Source: an optimization exercise on an open RTL-to-GDS flow (aim: small area, a short achievable clock period and few clock cycles per item). Production flows keep margins and buffers that such runs may drop.
The RTL was checked by simulation tests, not by an equivalence proof against the original design.

===== config.mk =====
export PLATFORM = sky130hd
export DESIGN_NAME = mmm_nlp_modexp
export DESIGN_NICKNAME = mmm_nlp_modexp
export VERILOG_FILES = /design/flow/design.v
export SDC_FILE = /design/flow/constraint.sdc
export NUM_CORES = 4
export LEC_CHECK = 0
export ABC_CLOCK_PERIOD_IN_PS = 4000
export CAP_MARGIN = 30
export CORE_MARGIN = 2
export CORE_UTILIZATION = 40
export PLACE_DENSITY = 0.55
export SETUP_SLACK_MARGIN = 5
export SLEW_MARGIN = 20

===== constraint.sdc =====
create_clock -name core_clock -period 11.0 [get_ports {i_clk}]
set_input_delay 2.2000 -clock core_clock [delete_from_list [all_inputs] [get_ports {i_clk}]]
set_output_delay 2.2000 -clock core_clock [all_outputs]
set_load 0.01 [all_outputs]

===== design.v =====
module mmm_nlp_modexp #(
   parameter int DW = 256,
   parameter int EW = 256
) (
   input  logic          i_clk,
   input  logic          i_rst,
   input  logic          i_valid,
   output logic          o_ready,
   input  logic [DW-1:0] i_m,
   input  logic [EW-1:0] i_e,
   input  logic [DW-1:0] i_n,
   input  logic [DW-1:0] i_r2,
   output logic          o_valid,
   input  logic          i_ready,
   output logic [DW-1:0] o_res,
   output logic          o_err
);
   localparam int K     = 8;
   localparam int D     = 35;
   localparam int YW    = 273;
   localparam int SW    = 282;
   localparam int CW    = 9;
   localparam int JX    = 96;
   localparam int NPOST = 280;
   localparam int NIT   = 3;
   localparam logic [3:0] ST_IDLE = 4'd0, ST_INV = 4'd1, ST_NT = 4'd2, ST_NTC = 4'd3,
                          ST_SCAN = 4'd4, ST_PROD = 4'd5, ST_CPA = 4'd6, ST_POST = 4'd7,
                          ST_FIX1 = 4'd8, ST_FIX2 = 4'd9, ST_DONE = 4'd10;
   localparam logic [2:0] OP_CV1 = 3'd0, OP_CV2 = 3'd1, OP_CV3 = 3'd2, OP_SQR = 3'd3,
                          OP_MUL = 3'd4;
   logic [3:0]     r_state;
   logic [2:0]     r_op;
   logic           r_ready;
   logic           r_valid;
   logic           r_err;
   logic [DW-1:0]  r_n;
   logic [DW-1:0]  r_nh;       
   logic [2*K-1:0] r_np;       
   logic [2*K-1:0] r_t;
   logic [EW-1:0]  r_e;
   logic [8:0]     r_bits;     
   logic [YW-1:0]  r_a;        
   logic [YW-1:0]  r_m;        
   logic           r_ym;       
   logic [SW-1:0]  r_s;        
   logic [SW-1:0]  r_c;
   logic           r_cin;      
   logic [K-1:0]   r_ylo;      
   logic [K-1:0]   r_q;        
   logic [K-1:0]   r_xd;       
   logic [CW-1:0]  r_cnt;
   logic [CW-1:0]  r_nxt;      
   logic [YW-1:0]  w_y;
   assign w_y = r_ym ? r_m : r_a;
   logic [K:0]     w_lo;
   logic [SW-1:0]  w_us, w_uc;
   assign w_lo = {1'b0, r_s[K-1:0]} + {1'b0, r_c[K-1:0]};
   assign w_us = SW'(r_s[SW-1:K]);
   assign w_uc = SW'(r_c[SW-1:K]);
   logic [SW-1:0]  xy0, qn0;
   logic [SW-1:0]  xy1, qn1;
   logic [SW-1:0]  xy2, qn2;
   logic [SW-1:0]  xy3, qn3;
   logic [SW-1:0]  xy4, qn4;
   logic [SW-1:0]  xy5, qn5;
   logic [SW-1:0]  xy6, qn6;
   logic [SW-1:0]  xy7, qn7;
   logic [SW-1:0]  t1;
   logic [SW-1:0]  t2;
   logic [SW-1:0]  t3;
   logic [SW-1:0]  t4;
   logic [SW-1:0]  t5;
   logic [SW-1:0]  t6;
   logic [SW-1:0]  t7;
   logic [SW-1:0]  t8;
   logic [SW-1:0]  t9;
   logic [SW-1:0]  t10;
   logic [SW-1:0]  t11;
   logic [SW-1:0]  t12;
   logic [SW-1:0]  t13;
   logic [SW-1:0]  t14;
   logic [SW-1:0]  t15;
   logic [SW-1:0]  t16;
   logic [SW-1:0]  t17;
   logic [SW-1:0]  t18;
   logic [SW-1:0]  t19;
   logic [SW-1:0]  t20;
   logic [SW-1:0]  t21;
   logic [SW-1:0]  t22;
   logic [SW-1:0]  t23;
   logic [SW-1:0]  t24;
   logic [SW-1:0]  t25;
   logic [SW-1:0]  t26;
   logic [SW-1:0]  t27;
   logic [SW-1:0]  t28;
   logic [SW-1:0]  t29;
   logic [SW-1:0]  t30;
   logic [SW-1:0]  t31;
   logic [SW-1:0]  t32;
   assign xy0 = SW'(r_xd[0] ? w_y : '0) << 0;
   assign xy1 = SW'(r_xd[1] ? w_y : '0) << 1;
   assign xy2 = SW'(r_xd[2] ? w_y : '0) << 2;
   assign xy3 = SW'(r_xd[3] ? w_y : '0) << 3;
   assign xy4 = SW'(r_xd[4] ? w_y : '0) << 4;
   assign xy5 = SW'(r_xd[5] ? w_y : '0) << 5;
   assign xy6 = SW'(r_xd[6] ? w_y : '0) << 6;
   assign xy7 = SW'(r_xd[7] ? w_y : '0) << 7;
   assign qn0 = (SW'(r_q[0] ? r_nh : '0) << 8) | SW'(w_lo[K]);
   assign qn1 = SW'(r_q[1] ? r_nh : '0) << 9;
   assign qn2 = SW'(r_q[2] ? r_nh : '0) << 10;
   assign qn3 = SW'(r_q[3] ? r_nh : '0) << 11;
   assign qn4 = SW'(r_q[4] ? r_nh : '0) << 12;
   assign qn5 = SW'(r_q[5] ? r_nh : '0) << 13;
   assign qn6 = SW'(r_q[6] ? r_nh : '0) << 14;
   assign qn7 = SW'(r_q[7] ? r_nh : '0) << 15;
   assign t1 = w_us ^ w_uc ^ xy0;
   assign t2 = {((w_us & w_uc) | (w_us & xy0) | (w_uc & xy0)), 1'b0};
   assign t3 = xy1 ^ xy2 ^ xy3;
   assign t4 = {((xy1 & xy2) | (xy1 & xy3) | (xy2 & xy3)), 1'b0};
   assign t5 = xy4 ^ xy5 ^ xy6;
   assign t6 = {((xy4 & xy5) | (xy4 & xy6) | (xy5 & xy6)), 1'b0};
   assign t7 = xy7 ^ qn0 ^ qn1;
   assign t8 = {((xy7 & qn0) | (xy7 & qn1) | (qn0 & qn1)), 1'b0};
   assign t9 = qn2 ^ qn3 ^ qn4;
   assign t10 = {((qn2 & qn3) | (qn2 & qn4) | (qn3 & qn4)), 1'b0};
   assign t11 = qn5 ^ qn6 ^ qn7;
   assign t12 = {((qn5 & qn6) | (qn5 & qn7) | (qn6 & qn7)), 1'b0};
   assign t13 = t1 ^ t2 ^ t3;
   assign t14 = {((t1 & t2) | (t1 & t3) | (t2 & t3)), 1'b0};
   assign t15 = t4 ^ t5 ^ t6;
   assign t16 = {((t4 & t5) | (t4 & t6) | (t5 & t6)), 1'b0};
   assign t17 = t7 ^ t8 ^ t9;
   assign t18 = {((t7 & t8) | (t7 & t9) | (t8 & t9)), 1'b0};
   assign t19 = t10 ^ t11 ^ t12;
   assign t20 = {((t10 & t11) | (t10 & t12) | (t11 & t12)), 1'b0};
   assign t21 = t13 ^ t14 ^ t15;
   assign t22 = {((t13 & t14) | (t13 & t15) | (t14 & t15)), 1'b0};
   assign t23 = t16 ^ t17 ^ t18;
   assign t24 = {((t16 & t17) | (t16 & t18) | (t17 & t18)), 1'b0};
   assign t25 = t21 ^ t22 ^ t23;
   assign t26 = {((t21 & t22) | (t21 & t23) | (t22 & t23)), 1'b0};
   assign t27 = t24 ^ t19 ^ t20;
   assign t28 = {((t24 & t19) | (t24 & t20) | (t19 & t20)), 1'b0};
   assign t29 = t25 ^ t26 ^ t27;
   assign t30 = {((t25 & t26) | (t25 & t27) | (t26 & t27)), 1'b0};
   assign t31 = t29 ^ t30 ^ t28;
   assign t32 = {((t29 & t30) | (t29 & t28) | (t30 & t28)), 1'b0};
   logic [2*K-1:0] w_lo2;
   logic [K-1:0]   w_qn;
   assign w_lo2 = r_s[2*K-1:0] + r_c[2*K-1:0];
   assign w_qn  = w_lo2[2*K-1:K] + K'(r_xd * r_ylo);
   logic [YW:0]   w_sum;
   logic [YW-1:0] w_res;
   assign w_sum = {1'b0, r_s[YW-1:0]} + {1'b0, r_c[YW-1:0]} + {{YW{1'b0}}, r_cin};
   assign w_res = w_sum[YW-1:0];
   logic [K-1:0] w_adig [D];
   for (genvar g = 0; g < D; g++) begin : g_dig
      if ((g + 1) * K <= YW) begin : g_full
         assign w_adig[g] = r_a[g*K +: K];
      end else if (g * K < YW) begin : g_part
         assign w_adig[g] = K'(r_a[YW-1:g*K]);
      end else begin : g_zero
         assign w_adig[g] = '0;
      end
   end
   logic [K-1:0] w_xnext;
   always_comb begin
      if (r_op == OP_CV2)
         w_xnext = (r_nxt == CW'(JX / K)) ? K'(1 << (JX % K)) : '0;
      else
         w_xnext = (r_nxt < CW'(D)) ? w_adig[r_nxt] : '0;
   end
   always_ff @(posedge i_clk) begin
      r_s   <= t31;
      r_c   <= t32;
      r_q   <= w_qn;
      r_xd  <= w_xnext;
      r_cnt <= r_nxt;
      r_nxt <= r_nxt + CW'(1);
      if (i_rst) begin
         r_state <= ST_IDLE;
         r_ready <= 1'b1;
         r_valid <= 1'b0;
         r_err   <= 1'b0;
      end else begin
         case (r_state)
            ST_IDLE: begin
               r_cnt <= '0;
               r_nxt <= CW'(1);
               if (i_valid) begin
                  r_ready <= 1'b0;
                  r_n     <= i_n;
                  r_nh    <= i_n;
                  r_np    <= (2*K)'(0) - i_n[2*K-1:0];
                  r_e     <= i_e;
                  r_bits  <= 9'd256;
                  r_a     <= YW'(i_m);
                  r_m     <= YW'(i_r2);
                  if (!i_n[0]) begin
                     r_a     <= '0;
                     r_err   <= 1'b1;
                     r_valid <= 1'b1;
                     r_state <= ST_DONE;
                  end else begin
                     r_err   <= 1'b0;
                     r_state <= ST_INV;
                  end
               end
            end
            ST_INV: begin
               if (r_cnt[0] == 1'b0) r_t <= (2*K)'(r_n[2*K-1:0] * r_np) + (2*K)'(2);
               else                  r_np <= (2*K)'(r_np * r_t);
               r_s  <= '0;
               r_c  <= '0;
               r_xd <= '0;
               r_q  <= '0;
               if (r_cnt == CW'(2 * NIT - 1)) begin
                  r_q     <= K'(r_np * r_t);
                  r_state <= ST_NT;
               end
            end
            ST_NT: begin
               r_xd <= '0;
               r_q  <= r_np[2*K-1:K];
               if (r_cnt == CW'(2 * NIT + 1)) begin
                  r_cin   <= 1'b1;
                  r_state <= ST_NTC;
               end
            end
            ST_NTC: begin
               r_nh    <= w_sum[2*K +: DW];
               r_state <= ST_SCAN;
            end
            ST_SCAN: begin
               r_s   <= '0;
               r_c   <= '0;
               r_cin <= 1'b0;
               r_q   <= '0;
               r_ym  <= 1'b1;
               r_ylo <= r_m[K-1:0];
               r_op  <= OP_CV1;
               r_cnt <= '0;
               r_nxt <= CW'(1);
               if (r_bits == 9'd0) begin
                  r_a     <= YW'(1);
                  r_xd    <= K'(1);
                  r_state <= ST_PROD;
               end else begin
                  r_e    <= r_e << 1;
                  r_bits <= r_bits - 9'd1;
                  r_xd   <= w_adig[0];
                  if (r_e[EW-1]) r_state <= ST_PROD;
               end
            end
            ST_PROD: begin
               if (r_cnt == CW'(D)) r_state <= ST_CPA;
            end
            ST_CPA: begin
               r_s   <= '0;
               r_c   <= '0;
               r_q   <= '0;
               r_xd  <= w_res[K-1:0];
               r_cnt <= '0;
               r_nxt <= CW'(1);
               r_a   <= w_res;
               r_state <= ST_PROD;
               r_ylo <= w_res[K-1:0];
               if (r_op == OP_SQR) begin
                  r_e    <= r_e << 1;
                  r_bits <= r_bits - 9'd1;
               end
               if (r_op == OP_CV1) begin
                  r_ylo <= r_m[K-1:0];
                  r_xd  <= (JX / K == 0) ? K'(1 << (JX % K)) : '0;
                  r_op  <= OP_CV2;
               end else if (r_op == OP_CV2) begin
                  r_a  <= r_a;
                  r_m  <= w_res;
                  r_xd <= r_a[K-1:0];
                  r_op <= OP_CV3;
               end else if (r_op == OP_SQR && r_e[EW-1]) begin
                  r_ym  <= 1'b1;
                  r_ylo <= r_m[K-1:0];
                  r_op  <= OP_MUL;
               end else if (r_bits == ((r_op == OP_SQR) ? 9'd1 : 9'd0)) begin
                  r_s     <= SW'(w_res);
                  r_c     <= w_res[0] ? SW'(r_n) : '0;
                  r_state <= ST_POST;
               end else begin
                  if (r_op == OP_CV3) r_m <= w_res;
                  r_ym <= 1'b0;
                  r_op <= OP_SQR;
               end
            end
            ST_POST: begin
               r_s <= SW'(w_sum[YW:1]);
               r_c <= w_sum[1] ? SW'(r_n) : '0;
               if (r_cnt == CW'(NPOST - 1)) begin
                  r_c     <= '0;
                  r_state <= ST_FIX1;
               end
            end
            ST_FIX1: begin
               r_a     <= w_res;
               r_state <= ST_FIX2;
            end
            ST_FIX2: begin
               if (r_a[DW-1:0] == r_n) r_a <= '0;
               r_valid <= 1'b1;
               r_state <= ST_DONE;
            end
            default: begin
               if (i_ready) begin
                  r_valid <= 1'b0;
                  r_ready <= 1'b1;
                  r_state <= ST_IDLE;
               end
            end
         endcase
      end
   end
   assign o_ready = r_ready;
   assign o_valid = r_valid;
   assign o_res   = r_a[DW-1:0];
   assign o_err   = r_err;
endmodule

===== run.sh =====
#!/bin/bash
# synth_recipe.tcl (not shown) runs the flow's synth.tcl, then flattens the netlist and writes it again
# the make line also repeats each setting of config.mk as NAME=value (left out here)
make -C /OpenROAD-flow-scripts/flow DESIGN_CONFIG=/design/flow/config.mk WORK_HOME=/design/flow/orfs CLKGATE_MAP_FILE= SYNTH_SCRIPT=/design/flow/synth_recipe.tcl finish

==> results of run 1 <==
synthesized netlist by cell type, drive strengths merged, types with 15 or more instances:
library cell  number
inv             5059
fa              4403
nand2           3337
and2            3314
edfxtp          1368
clkbuf          1074
o21ai            943
a21oi            688
nor2             642
dfxtp            604
ha               462
a22o             365
buf              353
mux2             352
xnor2            335
xor2             306
nand4            243
o21a             145
o221ai           126
o21bai           116
nor3             101
nor4              96
a221oi            94
a22oi             76
a21o              70
nand3             55
nor2b             50
o31ai             38
nand2b            37
a31oi             35
a21boi            32
o211ai            29
or3               29
and3              26
mux2i             19
a211oi            17
o22ai             17
a221o             15
through the flow:
| stage | setup TNS [ps] | setup slack [ps] | utilization, % |
|---|---|---|---|
| 6_report | 0 | 4790 | 45.3 |
| 5_1_grt | 0 | 4740 | 45.3 |
| 4_1_cts | 0 | 5000 | 45.2 |
| 3_5_place_dp | 0 | 4300 | 43.6 |
| 3_3_place_gp | 0 | 3900 | 43.4 |
| 2_1_floorplan | -169740 | -622 | - |
routing by layer:
layer	vias to the layer above	share of wire [%]
li1	78600	-
met1	102000	37
met2	10500	42
met3	2676	11
met4	110	10
met5	-	0.057
area by class of cell:
type / instances / area [um^2]
diodes: 153 / 383
clock buffers: 361 / 7560
clock inverters: 126 / 1400
fillers: 58700 / 329000
inverters: 5059 / 19000
multi-input cells: 16800 / 163000
flip-flops and latches: 1972 / 53200
well taps: 8036 / 10100
repair buffers: 1817 / 17600
placed cells by master, fill, tap and decap left out, types with 88 or more instances in the layout:
cell             synthesis  routed
nand4_1                242     242
diode_2                  0     153
buf_4                  260     424
o221ai_1               125     125
and2_1                3312    3310
a21oi_1                680     667
mux2_2                 352     352
nor2_1                 642     636
nor3_1                 100      89
inv_1                 5059    5059
dfxtp_1                604     588
clkbuf_16                0     283
o21a_1                 145     145
nand2_1               3335    3330
ha_1                   462     459
xor2_1                 305     285
xnor2_1                335     306
o21bai_1               115     115
edfxtp_1              1368    1368
clkdlybuf4s50_1          0    1286
fa_1                  4403    4403
a221oi_1                93      88
o21ai_0                896     890
a22o_1                 365     365
registers in the layout (all words and copies together), names as in the netlist, 8 cells and up:
| signal | flops |
|---|---|
| r_cnt | 9 |
| r_nxt | 9 |
| r_m | 273 |
| r_s | 281 |
| r_bits | 9 |
| r_q | 8 |
| r_ylo | 8 |
| r_e | 256 |
| r_n | 256 |
| r_a | 273 |
| r_np | 16 |
| r_c | 282 |
| r_nh | 256 |
| r_t | 16 |
| r_xd | 8 |
critical path: stages (launching register included):
cell and delay [ps]:
edfxtp_1 400, buf_4 240, xnor2_1 750, nand4_1 910, nor4_2 740, nand3_1 260, nor3_1 290, a2111oi_0 210
nor4_4 310, buf_4 630, buf_12 470
timing repair:
action                     in CTS  in global routing
buffers inserted               15                 21
pin swaps                       5                  6
resized for setup              30                 29
setup endpoints to repair     226                309
path summary, 6_finish.rpt:
kind,from,end,cells after the start
worst min register to register,r_e[117],r_e[118],2
worst min-delay path,r_e[117],r_e[118],2
worst max register to register,r_a[19],r_a[197],10
worst max-delay path,r_a[19],r_a[197],10
logic make-up after synthesis:
family          Yosys count  share of synthesized area [%]
flops                  1972                           22.1
fa+ha+maj              4865                           39.0
buf+inv                6486                           10.5
simple gates           7970                           16.5
compound gates         2914                           7.83
mux                     371                           1.72
xor+xnor                641                           2.33
==> results_dict.tcl, run 1 <==
set metrics [dict create \
    use_met1_pct 49.0 \
    mapped_area_um2 241000 \
    post_layout_nonfiller_instances 34300 \
    synth.avg_cell_area_um2 9.55 \
    finalInstanceArea_um2 273000 \
    yosys.area.top_type_share_pct 36.6 \
    drtIter0Drc 21500 \
    worstPathArrival_ps 6810 \
    clock_path_buffers 4 \
    end_kind "register" \
    crit_fanout 103 \
    clk_pin_slew_worst_paths_ps 70 \
    first_pass_iters 6 \
    post-route-min-period_ps 6210 \
    setup.reg_to_reg.worst_slack_ps 4790 \
    num_io_pins 1287 \
    initial_utilization_pct 40.1 \
    grt_first_pass_wirelength_mm 1680 \
    synth_seq_area_share_pct 22.1 \
    drt_antenna_net_count 0 \
    grt.busiest_layer "met2" \
    synth.yosys.warnings 2 \
    postSynthCellCount 25200 \
    placement.cell_area_um2 262000 \
    place.detailed.instances 33600 \
    std_cell_rows 285 \
    chipHeight_um 780 \
    via_count 193000 \
    synth_seq_cells 1972 \
    drc 0 \
    total_track_usage_pct 39.9 \
    gp_routability_congestion 1.09 \
    wirelength_mm 1220 \
    final_setup_viols 0 \
    tritoncts_num_sinks 1972 \
    maxSlewViolCount 48 \
    grt.met3_usage_pct 12.5 \
    hold_path.class "reg2reg" \
    netlist-cell-type-count 100 \
    grt_setup_unrepaired "true" \
    core_area_um2 601000 \
    drive_gt1_share_pct 5.74 \
    post_route_clock_period_utilization_pct 56.4 \
    via_count_of_the_first_global_routing_pass 199000 \
    routed_via_density 5.64 \
    grt_max_degree 169 \
    numCtsBuffers 270 \
    post_synth_main_area_contributors "fa_1 37%, edfxtp_1 17%, and2_1 8.6%, inv_1 7.9%, nand2_1 5.2%" \
    synthArstFlopShare_pct 0 \
    chipWidth_um 780 \
    global_route.overflow_total 0 \
    route.detailed.wl_per_inst_um 35.7 \
    clock_tree_from_tritoncts "done" \
    worst_slew_margin_rel_pct -4.73 \
    maxCapViolations 0 \
    max_freq_mhz 161 \
    hold_viol 0 \
    criticalPathCategory "reg2reg" \
    holdBufCountCts 0 \
    nNetsFinal 31800 \
    synth_nets 31100 \
    global_route.usage.met2_pct 57.6 \
    synth_area_leader_cell "fa_1" \
    dp_wirelength_mm 1000 \
    run_status "finished with violations" \
    startpoint_type "register" \
    wp_data_required_ps 11610 \
    dominantRegCellSynth "edfxtp_1" \
    synth_enable_flop_cells 1368 \
    dieArea_um2 609000 \
    layout-area-overhead-vs-synth_pct 13.1 \
    failed_checks "max-slew violations" \
    clock_skews_ps 80.9 \
    htree_num_levels 5 \
    final.hold.worst_slack_ps 488 \
    worst-slew-pin-transition_ps 1570 \
    portBuffers 1286 \
    grt_antenna_before_repair 236 \
    clk_latency_ps 1050 \
    cts_root_buf "clkbuf_16" \
]
Testbench counts, summed over its fixed seeds: cycles 348,714, items 24.
==> run 2: changes to the inputs <==
==> flow/run.sh (new file) <==
#!/bin/bash
# Layout flow: the standard layout (standard.sh), with two changes.
# 1. Synthesis: Yosys's `synth` runs with -noabc, so its generic ABC pass does not
# rewrite the design's carry-save adders before extract_fa maps them to full-adder
# cells (after that pass, most adders come out with inverted outputs and an
# inverter between them).  Everything else is the standard script, and the
# flip-flops are renamed to the names the standard synthesis gives them (matched by
# the net each drives), so the layout's registers pair with it by name.
# 2. The final DEF: see fix_def.py (written stubs where a via's pad only overlaps a
# wire of its net).
# Each tool's output goes to a log file of its own in this folder.
set -euo pipefail
W=$(pwd)
B=results/$FLOW_PLATFORM/mmm_nlp_modexp/base

# The standard synthesis, for the register names.
bash standard.sh WORK_HOME="$W/ref" synth > ref_synth.log 2>&1

sed 's/yosys synth -nofsm -noshare/yosys synth -nofsm -noshare -noabc/' \
   synth_recipe.tcl > noabc_synth.tcl
grep -q -- '-noabc' noabc_synth.tcl
bash standard.sh SYNTH_SCRIPT="$W/noabc_synth.tcl" synth > synth.log 2>&1

python3 flow/rename_ffs.py "ref/$B/1_2_yosys.v" "orfs/$B/1_2_yosys.v" > rename.log 2>&1
touch "orfs/$B/1_2_yosys.v"

bash standard.sh > layout.log 2>&1
test -s out/final.def

# Where a via's pad overlaps a wire of its net that does not pass through the via's
# point, join the two by a written stub inside the metal already there.
python3 flow/fix_def.py "$FLOW_HOME/platforms/$FLOW_PLATFORM/lef/sky130_fd_sc_hd.tlef" \
   out/final.def out/final_fixed.def > fix_def.log 2>&1
mv out/final_fixed.def out/final.def
==> flow/fix_def.py (new file) <==
#!/usr/bin/env python3
"""Join vias to the wires their pads already overlap, by written points.

The detailed router sometimes leaves a via whose metal pad overlaps a wire of its net
on that layer while no wire passes through the via's point, so the two are joined by
metal alone.  For each such via this adds a straight stub on that layer from the via's
point to the centre line of the wire, when the via and the wire are not joined already
by written points.  The stub lies inside the via's pad and the wire, so the metal does
not change.
usage: fix_def.py TECH.lef IN.def OUT.def"""
import re
import sys

tech, src, dst = sys.argv[1:4]

# via pads per layer from the technology LEF
vias, widths, cur, lay = {}, {}, None, None
for line in open(tech):
    t = line.split()
    if not t:
        continue
    if t[0] == 'VIA' and len(t) >= 2:
        cur, lay = t[1], None
        vias[cur] = {}
    elif cur and t[0] == 'END' and len(t) > 1 and t[1] == cur:
        cur = None
    elif cur and t[0] == 'LAYER':
        lay = t[1]
    elif cur and lay and t[0] == 'RECT':
        x1, y1, x2, y2 = (round(float(v) * 1000) for v in t[1:5])
        vias[cur][lay] = (x1, y1, x2, y2)
    elif t[0] == 'LAYER' and len(t) == 2:
        lay = t[1]
    elif lay and not cur and t[0] == 'WIDTH' and lay not in widths:
        widths[lay] = round(float(t[1]) * 1000)
metal = set(widths)

POINT = re.compile(r'\(\s*(\S+)\s+(\S+)(?:\s+\S+)?\s*\)')


def parse(stmt):
    """(layer, [points], via or None) of one routing statement, or None."""
    t = stmt.split()
    if not t or t[0] not in metal:
        return None
    layer = t[0]
    body = stmt.split(None, 1)[1] if len(t) > 1 else ''
    if 'RECT' in t or 'VIRTUAL' in t:
        return None
    pts, px, py = [], None, None
    for m in POINT.finditer(body):
        x = px if m.group(1) == '*' else int(m.group(1))
        y = py if m.group(2) == '*' else int(m.group(2))
        pts.append((x, y))
        px, py = x, y
    rest = POINT.sub(' ', body).split()
    via = rest[-1] if rest and rest[-1] in vias else None
    return layer, pts, via


def on(run, p):
    (x1, y1), (x2, y2) = run[1], run[2]
    return (x1 == x2 == p[0] and min(y1, y2) <= p[1] <= max(y1, y2)) or \
           (y1 == y2 == p[1] and min(x1, x2) <= p[0] <= max(x1, x2))


def fix_net(lines):
    stmts = []
    for i, line in enumerate(lines):
        s = line.strip()
        if s.startswith('+ ROUTED '):
            stmts.append((i, s[len('+ ROUTED '):]))
        elif s.startswith('NEW '):
            stmts.append((i, s[4:]))
    runs, vs = [], []
    for _, s in stmts:
        p = parse(s.rstrip(';').strip())
        if not p:
            continue
        layer, pts, via = p
        for a, b in zip(pts, pts[1:]):
            if a != b:
                runs.append((layer, a, b))
        if via and pts:
            vs.append((via, pts[-1]))
    parent = {}

    def find(a):
        parent.setdefault(a, a)
        while parent[a] != a:
            parent[a] = parent[parent[a]]
            a = parent[a]
        return a

    def join(a, b):
        parent[find(a)] = find(b)
    for i, r in enumerate(runs):
        for j in range(i):
            q = runs[j]
            if q[0] == r[0] and (on(q, r[1]) or on(q, r[2]) or on(r, q[1]) or on(r, q[2])):
                join(('r', i), ('r', j))
    for k, (name, p) in enumerate(vs):
        for i, r in enumerate(runs):
            if r[0] in vias[name] and on(r, p):
                join(('v', k), ('r', i))
        for k2 in range(k):
            name2, p2 = vs[k2]
            if p2 == p and set(vias[name]) & set(vias[name2]) & metal:
                join(('v', k), ('v', k2))
    added = []
    for k, (name, p) in enumerate(vs):
        for layer, (a, b, c, d) in vias[name].items():
            if layer not in metal or any(r[0] == layer and on(r, p) for r in runs):
                continue
            pad = (p[0] + a, p[1] + b, p[0] + c, p[1] + d)
            h = widths[layer] // 2
            for i, r in enumerate(runs):
                if r[0] != layer or find(('r', i)) == find(('v', k)):
                    continue
                (x1, y1), (x2, y2) = r[1], r[2]
                box = (min(x1, x2) - h, min(y1, y2) - h, max(x1, x2) + h, max(y1, y2) + h)
                if min(pad[2], box[2]) <= max(pad[0], box[0]) or min(pad[3], box[3]) <= max(pad[1], box[1]):
                    continue
                if y1 == y2 and min(x1, x2) <= p[0] <= max(x1, x2) and c - a >= 2 * h:
                    stub = (p, (p[0], y1))
                elif x1 == x2 and min(y1, y2) <= p[1] <= max(y1, y2) and d - b >= 2 * h:
                    stub = (p, (x1, p[1]))
                else:
                    continue
                runs.append((layer, stub[0], stub[1]))
                join(('r', len(runs) - 1), ('r', i))
                join(('r', len(runs) - 1), ('v', k))
                added.append((layer, stub))
                break
    return added


text = open(src).read().split('\n')
out, i, total = [], 0, 0
in_nets = False
while i < len(text):
    line = text[i]
    if line.startswith('NETS '):
        in_nets = True
    elif line.startswith('END NETS'):
        in_nets = False
    if in_nets and line.lstrip().startswith('- '):
        j = i
        while not text[j].rstrip().endswith(';'):
            j += 1
        net = text[i:j + 1]
        added = fix_net(net)
        if added:
            last = max(k for k, l in enumerate(net) if l.strip().startswith(('NEW ', '+ ROUTED ')))
            ind = re.match(r'\s*', net[last]).group(0)
            new = ['%sNEW %s ( %d %d ) ( %s %s )' % (ind, layer, a[0], a[1], '*' if b[0] == a[0] else b[0],
                                                       '*' if b[1] == a[1] else b[1]) for layer, (a, b) in added]
            if net[last].rstrip().endswith(';'):
                body = net[last].rstrip()[:-1].rstrip()
                net = net[:last] + [body] + new[:-1] + [new[-1] + ' ;'] + net[last + 1:]
            else:
                net = net[:last + 1] + new + net[last + 1:]
            total += len(added)
            sys.stderr.write('%s: %s\n' % (net[0].split()[1], added))
        out.extend(net)
        i = j + 1
        continue
    out.append(line)
    i += 1
open(dst, 'w').write('\n'.join(out))
print('stubs added: %d' % total)
==> flow/rename_ffs.py (new file) <==
#!/usr/bin/env python3
"""Rename the flip-flop instances of a netlist to the names another synthesis of the
same design gave them, matching each flip-flop by the net on its Q output.
usage: rename_ffs.py REFERENCE.v NETLIST.v   (NETLIST.v is rewritten in place)"""
import re
import sys

CELL = re.compile(r'^(\s*)(sky130_\w+)\s+(\\\S+|\S+)\s*\((.*?)\);', re.S | re.M)
PIN = re.compile(r'\.(\w+)\(\s*([^()]*?)\s*\)')


def flops(text):
    out = {}
    for m in CELL.finditer(text):
        pins = dict(PIN.findall(m.group(4)))
        if 'CLK' in pins:
            q = pins.get('Q') or pins.get('Q_N')
            assert q not in out, q
            out[q] = (m.group(3), m.group(2), m.start(3), m.end(3))
    return out


ref = flops(open(sys.argv[1]).read())
text = open(sys.argv[2]).read()
mine = flops(text)
assert set(ref) == set(mine), 'flip-flop outputs differ'
for q in ref:
    assert ref[q][1] == mine[q][1], ('cell type differs', q, ref[q][1], mine[q][1])
names = set(m.group(3) for m in CELL.finditer(text))
edits = []
for q, (name, _, a, b) in mine.items():
    want = ref[q][0]
    if name != want:
        assert want not in names, ('name taken', want)
        edits.append((a, b, want))
for a, b, want in sorted(edits, reverse=True):
    text = text[:a] + want + ' ' + text[b:]
open(sys.argv[2], 'w').write(text)
print('flip-flops: %d, renamed: %d' % (len(mine), len(edits)))
==> standard.sh (new file) <==
#!/bin/bash
# synth_recipe.tcl (not shown) runs the flow's synth.tcl, then flattens the netlist and writes it again
# the make line also repeats each setting of config.mk as NAME=value (left out here)
make -C /OpenROAD-flow-scripts/flow DESIGN_CONFIG=/design/flow/config.mk WORK_HOME=/design/flow/orfs CLKGATE_MAP_FILE= SYNTH_SCRIPT=/design/flow/synth_recipe.tcl "${@:-finish}"
removed: run.sh
==> run 2 against run 1 <==
Clock-buffer cell count fell by 12. The run now finishes clean. Sequential share of layout area rose by 0.96 points. Critical endpoint is now r_nh[243]. Synthesized area fell by 6.0%.
==> results_dict.tcl, run 2 <==
set metrics [dict create \
    run_status "timing/DRC/antenna clean" \
    grt_antenna_before_repair 160 \
    netlist-cell-type-count 115 \
    grt_max_degree 186 \
    synth_seq_cells 1972 \
    final_cell_mix "4403 x fa_1, 2385 x and2_1, 2215 x nor2b_1, 2162 x nand2_1, 1368 x edfxtp_1" \
    post-route-min-period_ps 6250 \
    hold_path.class "reg2reg" \
    cts_root_buf "clkbuf_16" \
    synthArstFlopShare_pct 0 \
    worst-slew-pin-transition_ps 1380 \
    criticalPathCategory "reg2reg" \
    cp-startpoint "r_s[74]" \
    portBuffers 1286 \
    numCtsBuffers 272 \
    num_io_pins 1287 \
    synth_area_leader_cell "fa_1" \
    initial_utilization_pct 40.1 \
    drive_gt1_share_pct 7.42 \
    clk_latency_ps 1020 \
    holdCritStartpoint "r_nxt[8]" \
    drt_antenna_net_count 0 \
    largest_register_ff_count 282 \
    synth_nets 26400 \
    crit_fanout 7 \
    clk_pin_slew_worst_paths_ps 50 \
    max_freq_mhz 160 \
    tritoncts_num_sinks 1972 \
    post_route_clock_period_utilization_pct 56.8 \
    dieArea_um2 572000 \
    worstReg2RegStart "r_s[74]" \
    routed_via_density 6.12 \
    post-route-util_pct 46.0 \
    via_count 179000 \
    hold_viol 0 \
    via_count_of_the_first_global_routing_pass 183000 \
    maxSlewViolCount 0 \
    chipHeight_um 756 \
    synth.most_common_cell "fa_1" \
    mostFrequentLayoutCell "fa_1" \
    std_cell_rows 276 \
    yosys.area.top_type_share_pct 38.9 \
    startpoint_type "register" \
    worst_slew_margin_rel_pct 7.74 \
    grt_first_pass_wirelength_mm 1630 \
    drc 0 \
    synth_enable_flop_cells 1368 \
    drtIter0Drc 23000 \
    final_critical_path_setup_slack_ps 4750 \
    gp_routability_congestion 1.09 \
    nNetsFinal 27300 \
    final_setup_viols 0 \
    synth_seq_area_share_pct 23.5 \
    wp_data_required_ps 11700 \
    holdBufCountCts 0 \
    clock_tree_from_tritoncts "done" \
    clock_path_buffers 4 \
    placement.cell_area_um2 249000 \
    grt.met3_usage_pct 14.0 \
    fin_tns_setup_ps 0 \
    grt_setup_unrepaired "true" \
    clock_skews_ps 67.2 \
    top_regs "r_c (282), r_s (281)" \
    total_track_usage_pct 41.8 \
    post_synth_main_area_contributors "fa_1 39%, edfxtp_1 18%, and2_1 6.6%, nor2b_1 6.1%, dfxtp_1 5.3%" \
    core_area_um2 565000 \
    place.detailed.instances 28500 \
    synth.avg_cell_area_um2 11.0 \
    placement.setup.worst_slack_ps 4180 \
    route.detailed.wl_per_inst_um 41.3 \
    synthTopCellsByCount "4403 x fa_1, 2385 x and2_1, 2215 x nor2b_1" \
    wirelength_mm 1210 \
    end_kind "register" \
    synth.yosys.warnings 2 \
    worstPathArrival_ps 6950 \
    dp_wirelength_mm 981 \
    htree_num_levels 5 \
    grt.busiest_layer "met2" \
    global_route.usage.met2_pct 58.4 \
    chipWidth_um 756 \
    global_route.overflow_total 0 \
    postSynthCellCount 20500 \
    post_layout_nonfiller_instances 29200 \
    dominantRegCellSynth "edfxtp_1" \
    layout-area-overhead-vs-synth_pct 14.7 \
    mapped_area_um2 226000 \
    first_pass_iters 7 \
    register_with_the_highest_flop_count "r_c" \
    maxCapViolations 0 \
    use_met1_pct 54.4 \
    finalInstanceArea_um2 260000 \
]
[run 2: cell types whose count changed after synthesis, moves of 32 or more]
cell,previous run,this run
xnor2_1,335,376
and2_1,3312,2385
a221oi_1,93,126
o21bai_1,115,82
inv_1,5059,102
nand3_1,55,87
mux2_2,352,86
a21o_1,69,102
nor2b_1,50,2215
nand2_1,3335,2166
nor2_1,642,690
mux2i_1,19,277
clkbuf_1,1069,1033
o21ai_0,896,943
[run 2: worst max-delay path: stages (launching register included)]
cell	delay (ps)
dfxtp_1	330
ha_1	470
nand2_1	190
nor2_1	720
nand4_1	300
o221ai_1	770
o21ai_0	600
nand2_1	280
a31oi_1	110
buf_4	220
o41ai_2	220
buf_4	290
a311oi_1	220
o21ai_1	310
a21boi_1	130
xor2_1	560
o21ai_0	210
[run 2: final cells by class]
| cell class | count | area (um^2) |
|---|---|---|
| multi-input combinational | 17000 | 168000 |
| sequential | 1972 | 53200 |
| clock buffer | 349 | 7440 |
| antenna | 83 | 208 |
| inverter | 104 | 390 |
| timing repair buffer | 2030 | 19400 |
| fill | 53100 | 305000 |
| clock inverter | 148 | 1480 |
| tap | 7506 | 9390 |
[run 2: worst paths after layout]
check	end	slack, ps	depth (start not counted)
min reg2reg	r_cnt[8]	490	1
max	r_nh[243]	4750	16
min	r_cnt[8]	490	1
max reg2reg	r_nh[243]	4750	16
[run 2: what timing repair did]
action / in CTS / in global routing
setup endpoints to repair: 528 / 317
pin swaps: 4 / 3
cloned: 0 / 0
gates resized for setup: 62 / 67
endpoints found under the hold margin: 0 / 0
buffers inserted: 16 / 31
[run 2: routing by layer]
layer / vias up / part of all wire [%]
met5: - / 0.052
met2: 10600 / 41
met1: 95800 / 39
li1: 69900 / -
met4: 94 / 8.6
met3: 2347 / 11
[run 2: per-stage QoR]
stage               hold slack (ps)
floorplan                       461
global placement                480
detailed placement              476
CTS                             487
global route                    519
finish                          492
[run 2: kinds of logic after synthesis]
group | Yosys count | synth area share, %
buffers and inverters | 1534 | 3.03
DFF | 1972 | 23.5
xor gates and xnor gates | 653 | 2.53
AOI/OAI and AO/OA | 2978 | 8.53
muxes | 363 | 1.65
adders and majority gates | 4866 | 41.5
and+or+nand+nor | 8136 | 19.3
==> run 3: changes to the inputs <==
==> design.v (replaced) <==
module mmm_nlp_modexp #(
   parameter int DW = 256,
   parameter int EW = 256
) (
   input  logic          i_clk,
   input  logic          i_rst,
   input  logic          i_valid,
   output logic          o_ready,
   input  logic [DW-1:0] i_m,
   input  logic [EW-1:0] i_e,
   input  logic [DW-1:0] i_n,
   input  logic [DW-1:0] i_r2,
   output logic          o_valid,
   input  logic          i_ready,
   output logic [DW-1:0] o_res,
   output logic          o_err
);
   localparam int K     = 8;
   localparam int D     = 35;
   localparam int YW    = 273;
   localparam int SW    = 282;
   localparam int CW    = 6;
   localparam int JX    = 96;
   localparam logic [3:0] ST_IDLE = 4'd0, ST_INV = 4'd1, ST_NT = 4'd2, ST_NTC = 4'd3,
                          ST_SCAN = 4'd4, ST_PROD = 4'd5, ST_CPA = 4'd6, ST_NRA = 4'd7,
                          ST_NRB = 4'd8, ST_NRC = 4'd9, ST_NRD = 4'd10, ST_DONE = 4'd11,
                          ST_PREP = 4'd12;
   localparam logic [2:0] OP_CV1 = 3'd0, OP_CV2 = 3'd1, OP_CV3 = 3'd2, OP_PRE1 = 3'd3,
                          OP_PRE2 = 3'd4, OP_SQR = 3'd5, OP_MUL = 3'd6, OP_FIN = 3'd7;
   localparam logic [1:0] PD_NONE = 2'd0, PD_MUL1 = 2'd1, PD_SQR3 = 2'd2, PD_MUL3 = 2'd3;
   logic [3:0]     r_state;
   logic [2:0]     r_op;
   logic           r_ready;
   logic           r_valid;
   logic           r_err;
   logic [DW-1:0]  r_n;
   logic [DW-1:0]  r_nh;       
   logic [2*K-1:0] r_np;       
   logic [2*K-1:0] r_t;        
   logic [EW-1:0]  r_e;
   logic [8:0]     r_bits;     
   logic [YW-1:0]  r_a;        
   logic [YW-1:0]  r_m;        
   logic [YW-1:0]  r_m3;       
   logic           r_swp;      
   logic [1:0]     r_pend;
   logic [YW:0]    r_yn;       
   logic           r_t0;       
   logic           r_ym;       
   logic [SW-1:0]  r_s;        
   logic [SW-1:0]  r_c;
   logic           r_cin;      
   logic [K-1:0]   r_ylo;      
   logic [K-1:0]   r_q;        
   logic [K-1:0]   r_xd;       
   logic [K-1:0]   r_xdn;      
   logic [K-1:0]   r_xy;       
   logic [2*K-1:0] r_vlo;      
   logic           r_sign;     
   logic [CW-1:0]  r_cnt;
   logic [CW-1:0]  r_nxt;      
   logic [YW-1:0]  w_y;
   assign w_y = r_ym ? r_m : r_a;
   logic [K:0]     w_lo;
   logic [SW-1:0]  w_us, w_uc;
   logic [SW-1:0]  w_sg, w_cg;
   assign w_sg = r_t0 ? '0 : r_s;
   assign w_cg = r_t0 ? '0 : r_c;
   assign w_lo = {1'b0, w_sg[K-1:0]} + {1'b0, w_cg[K-1:0]};
   assign w_us = SW'(w_sg[SW-1:K]);
   assign w_uc = SW'(w_cg[SW-1:K]);
   logic [SW-1:0]  w_y0, w_yn0, w_nh0;
   assign w_y0  = SW'(w_y);
   assign w_yn0 = SW'(r_yn);
   assign w_nh0 = SW'({r_nh, {K{1'b0}}});
   logic [SW-1:0]  pp0;
   logic [SW-1:0]  pp1;
   logic [SW-1:0]  pp2;
   logic [SW-1:0]  pp3;
   logic [SW-1:0]  pp4;
   logic [SW-1:0]  pp5;
   logic [SW-1:0]  pp6;
   logic [SW-1:0]  pp7;
   logic [SW-1:0]  t1;
   logic [SW-1:0]  t2;
   logic [SW-1:0]  t3;
   logic [SW-1:0]  t4;
   logic [SW-1:0]  t5;
   logic [SW-1:0]  t6;
   logic [SW-1:0]  t7;
   logic [SW-1:0]  t8;
   logic [SW-1:0]  t9;
   logic [SW-1:0]  t10;
   logic [SW-1:0]  t11;
   logic [SW-1:0]  t12;
   logic [SW-1:0]  t13;
   logic [SW-1:0]  t14;
   logic [SW-1:0]  t15;
   logic [SW-1:0]  t16;
   assign pp0 = (r_xd[0] ? (r_q[0] ? w_yn0 : w_y0) : (r_q[0] ? w_nh0 : '0)) << 0;
   assign pp1 = ((r_xd[1] ? (r_q[1] ? w_yn0 : w_y0) : (r_q[1] ? w_nh0 : '0)) << 1) | SW'(w_lo[K]);
   assign pp2 = (r_xd[2] ? (r_q[2] ? w_yn0 : w_y0) : (r_q[2] ? w_nh0 : '0)) << 2;
   assign pp3 = (r_xd[3] ? (r_q[3] ? w_yn0 : w_y0) : (r_q[3] ? w_nh0 : '0)) << 3;
   assign pp4 = (r_xd[4] ? (r_q[4] ? w_yn0 : w_y0) : (r_q[4] ? w_nh0 : '0)) << 4;
   assign pp5 = (r_xd[5] ? (r_q[5] ? w_yn0 : w_y0) : (r_q[5] ? w_nh0 : '0)) << 5;
   assign pp6 = (r_xd[6] ? (r_q[6] ? w_yn0 : w_y0) : (r_q[6] ? w_nh0 : '0)) << 6;
   assign pp7 = (r_xd[7] ? (r_q[7] ? w_yn0 : w_y0) : (r_q[7] ? w_nh0 : '0)) << 7;
   assign t1 = w_us ^ w_uc ^ pp0;
   assign t2 = {((w_us & w_uc) | (w_us & pp0) | (w_uc & pp0)), 1'b0};
   assign t3 = pp1 ^ pp2 ^ pp3;
   assign t4 = {((pp1 & pp2) | (pp1 & pp3) | (pp2 & pp3)), 1'b0};
   assign t5 = pp4 ^ pp5 ^ pp6;
   assign t6 = {((pp4 & pp5) | (pp4 & pp6) | (pp5 & pp6)), 1'b0};
   assign t7 = t1 ^ t2 ^ t3;
   assign t8 = {((t1 & t2) | (t1 & t3) | (t2 & t3)), 1'b0};
   assign t9 = t4 ^ t5 ^ t6;
   assign t10 = {((t4 & t5) | (t4 & t6) | (t5 & t6)), 1'b0};
   assign t11 = t7 ^ t8 ^ t9;
   assign t12 = {((t7 & t8) | (t7 & t9) | (t8 & t9)), 1'b0};
   assign t13 = t11 ^ t12 ^ t10;
   assign t14 = {((t11 & t12) | (t11 & t10) | (t12 & t10)), 1'b0};
   assign t15 = t13 ^ t14 ^ pp7;
   assign t16 = {((t13 & t14) | (t13 & pp7) | (t14 & pp7)), 1'b0};
   logic [2*K-1:0] w_lo2;
   logic [K-1:0]   w_qn;
   assign w_lo2 = w_sg[2*K-1:0] + w_cg[2*K-1:0];
   assign w_qn  = w_lo2[2*K-1:K] + r_xy;
   logic [YW:0]   w_sum;
   logic [YW-1:0] w_res;
   assign w_sum = {1'b0, r_s[YW-1:0]} + {1'b0, r_c[YW-1:0]} + {{YW{1'b0}}, r_cin};
   assign w_res = w_sum[YW-1:0];
   logic [K-1:0] w_adig [D];
   for (genvar g = 0; g < D; g++) begin : g_dig
      if ((g + 1) * K <= YW) begin : g_full
         assign w_adig[g] = r_a[g*K +: K];
      end else if (g * K < YW) begin : g_part
         assign w_adig[g] = K'(r_a[YW-1:g*K]);
      end else begin : g_zero
         assign w_adig[g] = '0;
      end
   end
   logic [CW-1:0] w_nx2;
   logic [K-1:0]  w_xnext;
   assign w_nx2 = r_nxt + CW'(1);
   always_comb begin
      if (r_op == OP_CV2)
         w_xnext = (w_nx2 == CW'(JX / K)) ? K'(1 << (JX % K)) : '0;
      else
         w_xnext = (w_nx2 < CW'(D)) ? w_adig[w_nx2] : '0;
   end
   logic [K-1:0] w_ma, w_mb, w_mp;
   logic [K-1:0] mr0;
   assign mr0 = w_ma[0] ? (w_mb << 0) : '0;
   logic [K-1:0] mr1;
   assign mr1 = w_ma[1] ? (w_mb << 1) : '0;
   logic [K-1:0] mr2;
   assign mr2 = w_ma[2] ? (w_mb << 2) : '0;
   logic [K-1:0] mr3;
   assign mr3 = w_ma[3] ? (w_mb << 3) : '0;
   logic [K-1:0] mr4;
   assign mr4 = w_ma[4] ? (w_mb << 4) : '0;
   logic [K-1:0] mr5;
   assign mr5 = w_ma[5] ? (w_mb << 5) : '0;
   logic [K-1:0] mr6;
   assign mr6 = w_ma[6] ? (w_mb << 6) : '0;
   logic [K-1:0] mr7;
   assign mr7 = w_ma[7] ? (w_mb << 7) : '0;
   logic [K-1:0] ms1, mc1;
   assign ms1 = mr0 ^ mr1 ^ mr2;
   assign mc1 = {((mr0 & mr1) | (mr0 & mr2) | (mr1 & mr2)), 1'b0};
   logic [K-1:0] ms2, mc2;
   assign ms2 = mr3 ^ mr4 ^ mr5;
   assign mc2 = {((mr3 & mr4) | (mr3 & mr5) | (mr4 & mr5)), 1'b0};
   logic [K-1:0] ms3, mc3;
   assign ms3 = ms1 ^ mc1 ^ ms2;
   assign mc3 = {((ms1 & mc1) | (ms1 & ms2) | (mc1 & ms2)), 1'b0};
   logic [K-1:0] ms4, mc4;
   assign ms4 = mc2 ^ mr6 ^ mr7;
   assign mc4 = {((mc2 & mr6) | (mc2 & mr7) | (mr6 & mr7)), 1'b0};
   logic [K-1:0] ms5, mc5;
   assign ms5 = ms3 ^ mc3 ^ ms4;
   assign mc5 = {((ms3 & mc3) | (ms3 & ms4) | (mc3 & ms4)), 1'b0};
   logic [K-1:0] ms6, mc6;
   assign ms6 = ms5 ^ mc5 ^ mc4;
   assign mc6 = {((ms5 & mc5) | (ms5 & mc4) | (mc5 & mc4)), 1'b0};
   assign w_mp = ms6 + mc6;
   logic         r_fcpa;        
   logic         r_kmaq, r_kmbq;
   logic [K-1:0] r_kma, r_kmb;
   assign w_ma = !r_fcpa ? r_xdn : (r_kmaq ? r_q : r_kma);
   assign w_mb = !r_fcpa ? r_ylo : (r_kmbq ? r_q : r_kmb);
   logic           w_topw, w_keep, w_dpt;
   logic [YW-1:0]  w_anew;
   logic [K-1:0]   w_alo;
   logic [EW-1:0]  w_de;
   logic [8:0]     w_dbits;
   logic           w_dwin3;    
   logic           w_fin;
   always_comb begin
      w_topw  = (r_op == OP_PRE2) && r_bits != 9'd0 && r_e[EW-1];
      w_keep  = r_op == OP_CV2 || r_op == OP_PRE1 || (r_op == OP_PRE2 && !w_topw);
      w_anew  = w_keep ? r_a : w_res;
      w_alo   = w_keep ? r_a[K-1:0] : r_q;
      w_dpt   = r_op == OP_PRE2 || r_op == OP_MUL || (r_op == OP_SQR && r_pend == PD_NONE);
      w_fin   = r_op == OP_FIN;
      w_de    = w_topw ? r_e << 1 : r_e;
      w_dbits = w_topw ? r_bits - 9'd1 : r_bits;
      w_dwin3 = w_de[EW-1] && w_dbits >= 9'd2 && w_de[EW-2];
   end
   always_ff @(posedge i_clk) begin
      logic [K-1:0] v_xd, v_ylo;
      r_s   <= t15;
      r_c   <= t16;
      r_q   <= w_qn;
      r_xd  <= r_xdn;
      r_xdn <= w_xnext;
      r_cnt <= r_nxt;
      r_nxt <= r_nxt + CW'(1);
      r_kmaq  <= !(r_op == OP_CV1 || w_keep);
      r_kma   <= (r_op == OP_CV1) ? ((JX / K == 0) ? K'(1 << (JX % K)) : '0) : r_a[K-1:0];
      if (r_op == OP_CV1 || (r_op == OP_SQR && r_pend != PD_NONE && r_pend != PD_SQR3)) begin
         r_kmbq <= 1'b0;
         r_kmb  <= r_m[K-1:0];
      end else if (r_op == OP_CV2 || r_op == OP_PRE1) begin
         r_kmbq <= 1'b1;
         r_kmb  <= r_m[K-1:0];
      end else if (w_dpt && w_dbits == 9'd0) begin
         r_kmbq <= 1'b0;
         r_kmb  <= K'(1);
      end else begin
         r_kmbq <= !w_keep;
         r_kmb  <= r_a[K-1:0];
      end
      r_fcpa  <= 1'b0;
      if (i_rst) begin
         r_state <= ST_IDLE;
         r_ready <= 1'b1;
         r_valid <= 1'b0;
         r_err   <= 1'b0;
      end else begin
         case (r_state)
            ST_IDLE: begin
               r_t0  <= 1'b0;
               r_cnt <= '0;
               r_nxt <= CW'(1);
               if (i_valid) begin
                  r_ready <= 1'b0;
                  r_n     <= i_n;
                  r_nh    <= i_n;
                  r_t     <= (2*K)'(1);
                  r_e     <= i_e;
                  r_bits  <= 9'd256;
                  r_a     <= YW'(i_m);
                  r_m     <= YW'(i_r2);
                  if (!i_n[0]) begin
                     r_a     <= '0;
                     r_err   <= 1'b1;
                     r_valid <= 1'b1;
                     r_state <= ST_DONE;
                  end else begin
                     r_err   <= 1'b0;
                     r_state <= ST_INV;
                  end
               end
            end
            ST_INV: begin
               r_np <= {r_t[0], r_np[2*K-1:1]};
               r_t  <= (r_t + (r_t[0] ? r_n[2*K-1:0] : '0)) >> 1;
               r_s  <= '0;
               r_c  <= '0;
               r_xd <= '0;
               r_q  <= '0;
               if (r_cnt == CW'(2 * K - 1)) begin
                  r_q     <= r_np[K:1];
                  r_state <= ST_NT;
               end
            end
            ST_NT: begin
               r_xd <= '0;
               r_q  <= r_np[2*K-1:K];
               if (r_cnt == CW'(2 * K + 1)) begin
                  r_cin   <= 1'b1;
                  r_state <= ST_NTC;
               end
            end
            ST_NTC: begin
               r_nh    <= w_sum[2*K +: DW];
               r_state <= ST_SCAN;
            end
            ST_SCAN: begin
               v_xd  = r_xd;
               v_ylo = r_ylo;
               r_s   <= '0;
               r_c   <= '0;
               r_cin <= 1'b0;
               r_q   <= '0;
               r_ym  <= 1'b1;
               r_pend <= PD_NONE;
               r_op  <= OP_CV1;
               r_nxt <= '0;
               v_ylo = r_m[K-1:0];
               v_xd  = w_adig[0];
               if (r_bits == 9'd0) begin
                  r_a     <= YW'(1);
                  v_xd    = K'(1);
                  r_state <= ST_PREP;
               end else begin
                  r_e    <= r_e << 1;
                  r_bits <= r_bits - 9'd1;
                  if (r_e[EW-1]) r_state <= ST_PREP;
               end
               r_xd  <= v_xd;
               r_xdn <= v_xd;
               r_ylo <= v_ylo;
            end
            ST_PREP: begin
               r_s   <= SW'(r_m);
               r_c   <= SW'({r_nh, {K{1'b0}}});
               r_q   <= '0;
               r_t0  <= 1'b1;
               r_cnt <= '0;
               r_nxt <= CW'(1);
               r_state <= ST_PROD;
            end
            ST_PROD: begin
               if (r_t0) r_yn <= w_sum;
               r_t0 <= 1'b0;
               if (r_cnt == CW'(D)) begin
                  r_fcpa  <= 1'b1;
                  r_state <= ST_CPA;
               end
            end
            ST_CPA: begin
               v_xd  = r_xd;
               v_ylo = r_ylo;
               r_s   <= SW'(w_res);
               r_c   <= SW'({r_nh, {K{1'b0}}});
               r_q   <= '0;
               r_t0  <= 1'b1;
               r_cnt <= '0;
               r_nxt <= CW'(1);
               r_state <= ST_PROD;
               if (!w_keep) r_a <= w_res;
               v_ylo  = w_alo;
               v_xd   = w_alo;
               if (w_dpt) begin
                  r_e    <= w_de << 1;
                  r_bits <= w_dbits - 9'd1;
               end else if (w_topw || (r_op == OP_SQR && r_pend == PD_SQR3)) begin
                  r_e    <= r_e << 1;
                  r_bits <= r_bits - 9'd1;
               end
               case (r_op)
                  OP_CV1: begin
                     r_s    <= SW'(r_m);
                     v_ylo   = r_m[K-1:0];
                     v_xd    = (JX / K == 0) ? K'(1 << (JX % K)) : '0;
                     r_op   <= OP_CV2;
                  end
                  OP_CV2: begin
                     r_m    <= w_res;
                     v_ylo   = r_q;
                     r_op   <= OP_CV3;
                  end
                  OP_CV3: begin
                     r_ym   <= 1'b0;
                     r_op   <= OP_PRE1;
                  end
                  OP_PRE1: begin
                     r_m    <= w_res;
                     r_m3   <= r_a;
                     v_ylo   = r_q;
                     r_ym   <= 1'b1;
                     r_op   <= OP_PRE2;
                  end
                  OP_SQR: begin
                     if (r_pend == PD_SQR3) begin
                        r_pend <= PD_MUL3;
                     end else if (r_pend != PD_NONE) begin
                        r_s    <= SW'(r_m);
                        v_ylo   = r_m[K-1:0];
                        r_ym   <= 1'b1;
                        r_pend <= PD_NONE;
                        r_op   <= OP_MUL;
                     end
                  end
                  default: ;
               endcase
               if (r_op == OP_PRE2) begin
                  r_m   <= r_m3;
                  r_m3  <= w_res;
                  r_swp <= 1'b0;
                  if (w_dwin3) begin
                     r_m   <= w_res;
                     r_m3  <= r_m3;
                     r_swp <= 1'b1;
                  end
                  if (!w_topw) r_s <= SW'(r_m3);
               end else if (w_dpt && w_de[EW-1] && (w_dwin3 != r_swp)) begin
                  r_m   <= r_m3;
                  r_m3  <= r_m;
                  r_swp <= w_dwin3;
               end
               if (w_dpt) begin
                  r_ym   <= 1'b0;
                  r_op   <= OP_SQR;
                  r_pend <= !w_de[EW-1] ? PD_NONE : w_dwin3 ? PD_SQR3 : PD_MUL1;
                  if (w_dbits == 9'd0) begin
                     r_m    <= YW'(1);
                     r_s    <= SW'(1);
                     v_ylo  = K'(1);
                     r_ym   <= 1'b1;
                     r_e    <= r_e;
                     r_bits <= r_bits;
                     r_op   <= OP_FIN;
                  end
               end
               if (w_fin) begin
                  r_s     <= SW'(w_res[YW-1:2*K]);
                  r_vlo   <= w_res[2*K-1:0];
                  r_sign  <= 1'b0;
                  r_t0    <= 1'b0;
                  r_state <= ST_NRA;
               end
               r_xd  <= v_xd;
               r_xdn <= (r_op == OP_CV1) ? ((JX / K == 1) ? K'(1 << (JX % K)) : '0)
                                         : (w_keep ? r_a[2*K-1:K] : w_res[2*K-1:K]);
               r_ylo <= v_ylo;
            end
            ST_NRA: begin
               r_s     <= SW'({r_s[YW-2:0], r_vlo[2*K-1]});
               r_vlo   <= r_vlo << 1;
               r_c     <= r_sign ? SW'(r_n) : ~{{(SW-DW){1'b0}}, r_n};
               r_cin   <= !r_sign;
               r_state <= ST_NRB;
            end
            ST_NRB: begin
               r_s     <= SW'(w_sum[YW-1:0]);
               r_c     <= '0;
               r_cin   <= 1'b0;
               r_sign  <= w_sum[YW-1];
               r_state <= (r_cnt == CW'(4 * K - 1)) ? ST_NRC : ST_NRA;
            end
            ST_NRC: begin
               r_s     <= SW'(w_sum[YW-1:0]);
               r_c     <= r_sign ? SW'(r_n) : '0;
               r_cin   <= 1'b0;
               r_state <= ST_NRD;
            end
            ST_NRD: begin
               r_a     <= w_res;
               r_valid <= 1'b1;
               r_state <= ST_DONE;
            end
            default: begin
               if (i_ready) begin
                  r_valid <= 1'b0;
                  r_ready <= 1'b1;
                  r_state <= ST_IDLE;
               end
            end
         endcase
      end
      r_xy <= w_mp;
   end
   assign o_ready = r_ready;
   assign o_valid = r_valid;
   assign o_res   = r_a[DW-1:0];
   assign o_err   = r_err;
endmodule
==> run 3 against run 2 <==
Clock-buffer cell count is 87 higher. Via count is 38% higher. Highest routed layer unchanged. Critical path depth is 3 higher. First-iteration DRC count is 93% higher. Maximum frequency hardly changed.
==> results_dict.tcl, run 3 <==
set metrics [dict create \
    path_buf_inv 4 \
    cts_root_buf "clkbuf_16" \
    drtIter0Drc 44400 \
    synth_nets 29600 \
    worst_path_largest_cell_delay_ps 630 \
    postSynthCellCount 26000 \
    synth.most_common_cell "nand2_1" \
    criticalPathCategory "reg2reg" \
    maxSlewViolCount 0 \
    worstReg2RegStart "r_s[56]" \
    route.detailed.wl_per_inst_um 45.0 \
    maxCapViolations 0 \
    numCtsBuffers 337 \
    worstHoldEndpoint "r_np[10]" \
    yosys.area.top_type_share_pct 23.9 \
    mostFrequentLayoutCell "nand2_1" \
    clock_tree_from_tritoncts "done" \
    synth_area_leader_cell "edfxtp_1" \
    initial_utilization_pct 40.1 \
    end_kind "register" \
    num_io_pins 1287 \
    largest_register_ff_count 282 \
    chain_of_cells_forming_the_critical_path "ha_1 -> nand2_1 -> nor2_2 -> nand2_1 -> nor3_1 -> buf_4 -> nand4_1 -> a31oi_1 -> buf_4 -> o21ai_0 -> buf_4 -> nand2_2 -> and2_1 -> a221oi_1 -> buf_4 -> o41ai_4 -> xnor2_4 -> a221oi_2 -> nor2_1" \
    critPathSlowestCell "a221oi_2" \
    synth_seq_cells 2567 \
    depth_of_the_most_critical_reg_to_reg_path 19 \
    dp_wirelength_mm 1160 \
    register_with_the_highest_flop_count "r_c" \
    crit_fanout 7 \
    chipHeight_um 783 \
    routed_via_density 7.04 \
    synth.avg_cell_area_um2 9.34 \
    clk_pin_slew_worst_paths_ps 60 \
    wp_data_required_ps 11940 \
    grt_antenna_before_repair 336 \
    final_setup_viols 0 \
    startpoint_type "register" \
    hold_path.class "reg2reg" \
    holdCritStartpoint "r_np[11]" \
    via_count_of_the_first_global_routing_pass 226000 \
    cp_top_family "simple AND/OR/NAND/NOR gates" \
    cp_common_cell "buf_4" \
    chipWidth_um 783 \
    core_area_um2 605000 \
    setup.reg_to_reg.worst_slack_ps 4750 \
    wirelength_mm 1570 \
    via_count 246000 \
    post_synth_main_area_contributors "edfxtp_1 24%, fa_1 18%, mux2_2 11%, o21ai_0 7.8%, nand2_1 6.5%" \
    synth_enable_flop_cells 1934 \
    total_track_usage_pct 49.1 \
    netlist-cell-type-count 94 \
    grt_setup_unrepaired "true" \
    clk_latency_ps 1140 \
    global_route.overflow_total 0 \
    nNetsFinal 29900 \
    post_layout_nonfiller_instances 34900 \
    layout-area-overhead-vs-synth_pct 15.0 \
    fill_cells 58600 \
    max_freq_mhz 160 \
    clock_path_buffers 4 \
    hold_viol 0 \
    run_status "timing/DRC/antenna clean" \
    place.detailed.instances 34000 \
    synth_seq_area_share_pct 29.2 \
    mapped_area_um2 243000 \
    std_cell_rows 286 \
    final_cell_mix "4208 x nand2_1, 3768 x o21ai_0, 2286 x mux2_2, 2200 x fa_1, 1934 x edfxtp_1" \
    tritoncts_num_sinks 2567 \
    synth.yosys.warnings 2 \
    post-route-min-period_ps 6250 \
    htree_num_levels 5 \
    clock_skews_ps 130 \
    grt_max_degree 204 \
    gp_routability_congestion 1.08 \
    dieArea_um2 613000 \
    worstHoldPathCells 0 \
    synthArstFlopShare_pct 0 \
    worstPathArrival_ps 7200 \
    worst-slew-pin-transition_ps 1430 \
    top_regs "r_c (282), r_s (281), r_yn (274)" \
    rr_endpoint "r_s[223]" \
    drt_antenna_net_count 0 \
    portBuffers 1286 \
    synthTopCellsByCount "4231 x nand2_1, 3788 x o21ai_0, 2286 x mux2_2" \
    first_pass_iters 14 \
    worst_slew_margin_rel_pct 4.68 \
    placement.setup.worst_slack_ps 3830 \
    drive_gt1_share_pct 15.7 \
    post-route-util_pct 46.1 \
    post_route_clock_period_utilization_pct 56.8 \
    final_critical_path_setup_slack_ps 4750 \
    drc 0 \
    grt_first_pass_wirelength_mm 2080 \
    dominantRegCellSynth "edfxtp_1" \
    final.hold.worst_slack_ps 442 \
]
run 3: cell types whose count changed after synthesis, moves of 271 or more:
cell / delta
o21ai_0: +2845
nor2b_1: -1628
a21oi_1: +932
fa_1: -2203
a222oi_1: +361
nor3_1: +282
mux2i_1: +271
clkbuf_1: +850
edfxtp_1: +566
nor2_1: +432
mux2_2: +2200
nand2_1: +2065
and2_1: -2167
inv_1: +359
run 3: what timing repair did:
| item | in CTS | in global routing |
|---|---|---|
| setup buffers | 14 | 27 |
| cloned | 3 | 2 |
| pin swaps | 8 | 9 |
| gates resized for setup | 55 | 51 |
| endpoints found under the setup margin | 324 | 216 |
| hold buffers | 0 | 0 |
run 3: stage by stage:
stage | setup TNS [ps] | area, um^2
after floorplan | -133200 | 243000
after global placement | 0 | 264000
after detailed placement | 0 | 266000
after CTS | 0 | 277000
after global routing | 0 | 279000
final | 0 | 279000
run 3: how the worst max path moves through the flow:
stage / from / end / slack (ps) / depth (start not counted)
floorplan: i_rst / r_a[0] / -490 / 2
global placement: r_s[57] / r_s[223] / 3210 / 18
detailed placement: r_s[8] / r_s[223] / 3830 / 18
CTS: r_s[0] / r_m[220] / 4950 / 17
global route: r_s[9] / r_s[223] / 4820 / 18
finish: r_s[56] / r_s[223] / 4750 / 19
run 3: layer usage:
layer	GRT usage, %	routed length [um]
met1	60.9	567000
met2	65.1	605000
met3	23.6	248000
met4	37.1	148000
met5	0.431	2180
run 3: layout make-up:
type	count	area, um^2	share of cell area, %
antenna	254	636	0.228
clock buffer	436	9090	3.26
clock inverter	185	2220	0.795
inverter	462	1740	0.624
multi-input combinational	20600	162000	58.2
sequential	2567	70800	25.4
tap	8064	10100	3.61
timing repair buffer	2325	22100	7.93
run 3: logic make-up (layout without fill, tap and decap cells):
logic type | Yosys count | in the layout | synth area share, %
simple gates | 7150 | 7153 | 12.7
other cells | 0 | 254 | 0
flops | 2567 | 2567 | 29.2
buf+inv | 2783 | 3408 | 4.74
fa+ha+maj | 2551 | 2551 | 20.0
xor+xnor | 328 | 328 | 1.20
mux | 2834 | 2834 | 12.9
compound gates | 7774 | 7774 | 19.4
Testbench counts of run 3, summed over its fixed seeds: cycles 306,914, items 24.

-- port drivers added, routing unchanged --
How much do the figures lean on ideal ports? The routed layouts below were timed once more, with nothing changed but the port constraints. Step 1 (the two cells are an assumption about what drives the block):
set clk [get_ports {i_clk}]
set_driving_cell -lib_cell sky130_fd_sc_hd__clkbuf_16 $clk
set_driving_cell -lib_cell sky130_fd_sc_hd__buf_2 [delete_from_list [all_inputs] $clk]
Step 2 moves the port delays by t, midway between the first and last clock arrival at a register: inputs arrive t later, outputs are due t later. That takes back most of the time a late clock gives input paths. Slacks: no drivers / after step 1 / after step 2; pairs: no drivers / after step 1.
run	t, ns	setup slack, ns	hold slack, ns	slew at the worst register clock pin (ns)	cell pins on the clock port's net
run 1	1.144	4.795 / 4.795 / 4.473	0.488 / 0.488 / 0.488	0.08 / 0.08	1
run 2	1.135	4.753 / 4.753 / 4.369	0.492 / 0.492 / 0.492	0.08 / 0.08	1
run 3	1.223	4.747 / 4.747 / 4.693	0.442 / 0.442 / 0.442	0.08 / 0.08	1
For run 2, which loses most, drivers alone change the setup slack by 0.000 ns; drivers and shift together by -0.384 ns.
